Background: an optimization exercise with open tools, aiming at small area, a short achievable clock period and few clock cycles per item. Do not read the settings as production practice.
The RTL was checked by simulation tests, not by an equivalence proof against the original design.

// polyline_length_accumulator_core
module polyline_length_accumulator_core (
    input  logic        i_clk,
    input  logic        i_rst_n,
    input  logic        i_in_valid,
    output logic        o_in_stall,
    input  logic [15:0] i_in_x,
    input  logic [15:0] i_in_y,
    input  logic        i_in_last,
    output logic        o_out_valid,
    input  logic        i_out_stall,
    output logic [31:0] o_out_length,
    output logic [15:0] o_out_count
);
For scale: ~630 flip-flops, ~87 I/O pins, roughly 0.035 mm^2 of cells after synthesis.
==> flow/config.mk <==
export PLATFORM = sky130hd
export DESIGN_NAME = polyline_length_accumulator_core
export DESIGN_NICKNAME = polyline_length_accumulator_core
export VERILOG_FILES = /design/flow/design.v
export SDC_FILE = /design/flow/constraint.sdc
export NUM_CORES = 4
export LEC_CHECK = 0
export CAP_MARGIN = 20
export CORE_MARGIN = 2
export CORE_UTILIZATION = 40
export CTS_BUF_LIST = sky130_fd_sc_hd__clkbuf_16
export CTS_CLUSTER_DIAMETER = 80
export CTS_CLUSTER_SIZE = 30
export SLEW_MARGIN = 20
==> flow/constraint.sdc <==
create_clock -name core_clock -period 10.0 [get_ports {i_clk}]
set_input_delay 2.0000 -clock core_clock [delete_from_list [all_inputs] [get_ports {i_clk}]]
set_output_delay 2.0000 -clock core_clock [all_outputs]
set_load 0.01 [all_outputs]
standard.sh (not shown) runs the stock make flow with config.mk's settings and CLKGATE_MAP_FILE= SYNTH_SCRIPT=/design/flow/synth_recipe.tcl, a recipe that flattens the netlist after the stock synthesis.
==> flow/flow/run.sh <==
#!/bin/bash
# the standard layout (the standard.sh: unchanged synthesis, floorplan,
# placement, clock tree, routing) with two changes to how it is made:
# - every input and output port still gets its buffer, but a plain buf_2
#   instead of the delay-cell buffer that buffer_ports picks by itself
# - timing repair aims at a shorter period than the clock's: setup repair
#   keeps going until each path has the margin below, instead of stopping
#   once the 10 ns clock is met
bash standard.sh SETUP_SLACK_MARGIN=6.5 TNS_END_PERCENT=100 \
    "BUFFER_PORTS_ARGS=-buffer_cell sky130_fd_sc_hd__buf_2" finish > standard.log 2>&1
Testbench counts at the start, summed over its fixed seeds: cycles 7,029, points 6,831.
Rerun with:
ABC_AREA = 1   (was unset)
CORE_UTILIZATION = 50   (was 40)
=> Routed wire length goes up by about a fifth. Fmax goes up by well over a third. Cell area goes up slightly. Sequential cell count stays the same. Non-clock buffer count goes down by 51. Cell count goes up by roughly a tenth. Via count goes up by about a fifth. Critical path depth goes up by 1.
Rerun with:
--- a/flow/flow/run.sh
+++ b/flow/flow/run.sh
@@ -8,3 +8,3 @@
 #   once the 10 ns clock is met
-bash standard.sh SETUP_SLACK_MARGIN=6.5 TNS_END_PERCENT=100 \
+bash standard.sh SETUP_SLACK_MARGIN=6.6 TNS_END_PERCENT=100 \
     "BUFFER_PORTS_ARGS=-buffer_cell sky130_fd_sc_hd__buf_2" finish > standard.log 2>&1
CORE_UTILIZATION = 40   (was 50)
The new run produced a clean layout.
Global-route usage shrinks by 4.0 points.
Utilization drops by 9.5 points.
Sequential cell count does not change.
Rerun with:
--- a/flow/flow/run.sh
+++ b/flow/flow/run.sh
@@ -8,3 +8,3 @@
 #   once the 10 ns clock is met
-bash standard.sh SETUP_SLACK_MARGIN=6.6 TNS_END_PERCENT=100 \
+bash standard.sh SETUP_SLACK_MARGIN=6.5 TNS_END_PERCENT=100 \
     "BUFFER_PORTS_ARGS=-buffer_cell sky130_fd_sc_hd__buf_2" finish > standard.log 2>&1
PLACE_DENSITY = 0.75   (was unset)
After rerunning: Wire length came out lower by 4.7%; fmax is higher by 1.4%; global-route usage goes down by 0.69 points; final area goes down by 2.8%; final cell count came out lower by 1.3%; worst setup slack improved by 0.047 ns; non-clock buffer count decreases by 74; clock-buffer cell count came out higher by 1.
Rerun with:
PLACE_DENSITY = unset   (was 0.75)
The new run produced a clean layout.
Synthesized cell count is unchanged.
Wire length went up by 3.1%.
Via count went down by 2.4%.
Global-route usage went up by 0.61 points.
Clock-buffer cell count went up by 1.
Final cell count is about the same.

========
Another version of the RTL of polyline_length_accumulator_core (not shown whole).
Size: about 4700 cells after synthesis, about 690 flip-flops, ~87 I/O pins, roughly 39000 um2 of cells after synthesis.
Design polyline_length_accumulator_core, start of the top module:
module polyline_length_accumulator_core (
    input  logic        i_clk,
    input  logic        i_rst_n,
    input  logic        i_in_valid,
    output logic        o_in_stall,
    input  logic [15:0] i_in_x,
    input  logic [15:0] i_in_y,
    input  logic        i_in_last,
    output logic        o_out_valid,
    input  logic        i_out_stall,
    output logic [31:0] o_out_length,
    output logic [15:0] o_out_count
);
==> flow/config.mk <==
export PLATFORM = sky130hd
export DESIGN_NAME = polyline_length_accumulator_core
export DESIGN_NICKNAME = polyline_length_accumulator_core
export VERILOG_FILES = /design/flow/design.v
export SDC_FILE = /design/flow/constraint.sdc
export NUM_CORES = 4
export LEC_CHECK = 0
export ABC_AREA = 1
export CAP_MARGIN = 20
export CORE_MARGIN = 2
export CORE_UTILIZATION = 40
export CTS_BUF_LIST = sky130_fd_sc_hd__clkbuf_16
export CTS_CLUSTER_DIAMETER = 80
export CTS_CLUSTER_SIZE = 30
export SLEW_MARGIN = 20
==> flow/constraint.sdc <==
create_clock -name core_clock -period 10.0 [get_ports {i_clk}]
set_input_delay 2.0000 -clock core_clock [delete_from_list [all_inputs] [get_ports {i_clk}]]
set_output_delay 2.0000 -clock core_clock [all_outputs]
set_load 0.01 [all_outputs]
==> flow/flow/run.sh <==
#!/bin/bash
# the standard layout (the standard.sh: unchanged synthesis, floorplan,
# placement, clock tree, routing) with two changes to how it is made:
# - every input and output port still gets its buffer, but a plain buf_2
#   instead of the delay-cell buffer that buffer_ports picks by itself
# - timing repair aims at a shorter period than the clock's: setup repair
#   keeps going until each path has the margin below, instead of stopping
#   once the 10 ns clock is met
bash standard.sh SETUP_SLACK_MARGIN=6.5 TNS_END_PERCENT=100 \
    "BUFFER_PORTS_ARGS=-buffer_cell sky130_fd_sc_hd__buf_2" finish > standard.log 2>&1
Testbench counts at the start, summed over its fixed seeds: cycles 7,066, points 6,831.
Then changed:
==> flow/flow/run.sh (replaced) <==
#!/bin/bash
# the standard layout (the standard.sh: unchanged synthesis, floorplan,
# placement, clock tree, routing), with its timing repair aimed at a shorter
# period than the clock's: setup repair keeps going until each path has the
# margin below, instead of stopping once the 10 ns clock is met
bash standard.sh SETUP_SLACK_MARGIN=${MARGIN:-6.5} TNS_END_PERCENT=100 finish > standard.log 2>&1
Settings changed: CTS_BUF_LIST sky130_fd_sc_hd__clkbuf_16 to sky130_fd_sc_hd__clkbuf_4 sky130_fd_sc_hd__clkbuf_8, CTS_CLUSTER_DIAMETER 80 to default, CTS_CLUSTER_SIZE 30 to 25.
Effect: The changed run produced a clean layout. Register-to-register slack gets worse by 0.05 ns. Final cell count went up by 2.8%. Worst setup slack is worse by 0.045 ns. Die area stays the same.

## port drivers added, routing unchanged
In the flow no input, the clock included, has a driving cell. The finished layouts below were timed again as built, in two steps.
Step 1, drivers: a clkbuf_16 drives i_clk and a buf_2 each remaining input, both assumed.
Step 2, shift: input delay + t, output delay - t, t = (earliest + latest rising clock arrival at the registers) / 2. This alone moves slack from input paths to output paths.
a / b / c = ideal ports / drivers / drivers and shift; a / b = the first two.
| run | shift t [ns] | setup slack, ns | worst setup path after step 2 | worst slew at a driven data input, ns |
|---|---|---|---|---|
| the first run of note 1 | 0.651 | 5.251 / 5.251 / 5.251 | register to register | 0.06 |
| the second run of note 1 | 0.645 | 6.597 / 6.597 / 6.164 | input to register | 0.03 |
| the third run of note 1 | 0.640 | 6.489 / 6.489 / 6.188 | input to register | 0.05 |
| the fourth run of note 1 | 0.653 | 6.536 / 6.536 / 6.125 | input to register | 0.05 |
| the fifth run of note 1 | 0.655 | 6.616 / 6.616 / 6.142 | input to register | 0.05 |
| the first run of note 2 | 0.658 | 6.594 / 6.594 / 6.163 | input to register | 0.05 |
| the second run of note 2 | 0.780 | 6.549 / 6.521 / 5.873 | input to register | 0.07 |
After both steps every run listed still meets setup and hold. The setup slack of the second run of note 2, which loses most, moves by -0.028 ns with the drivers and by -0.676 ns with both steps.
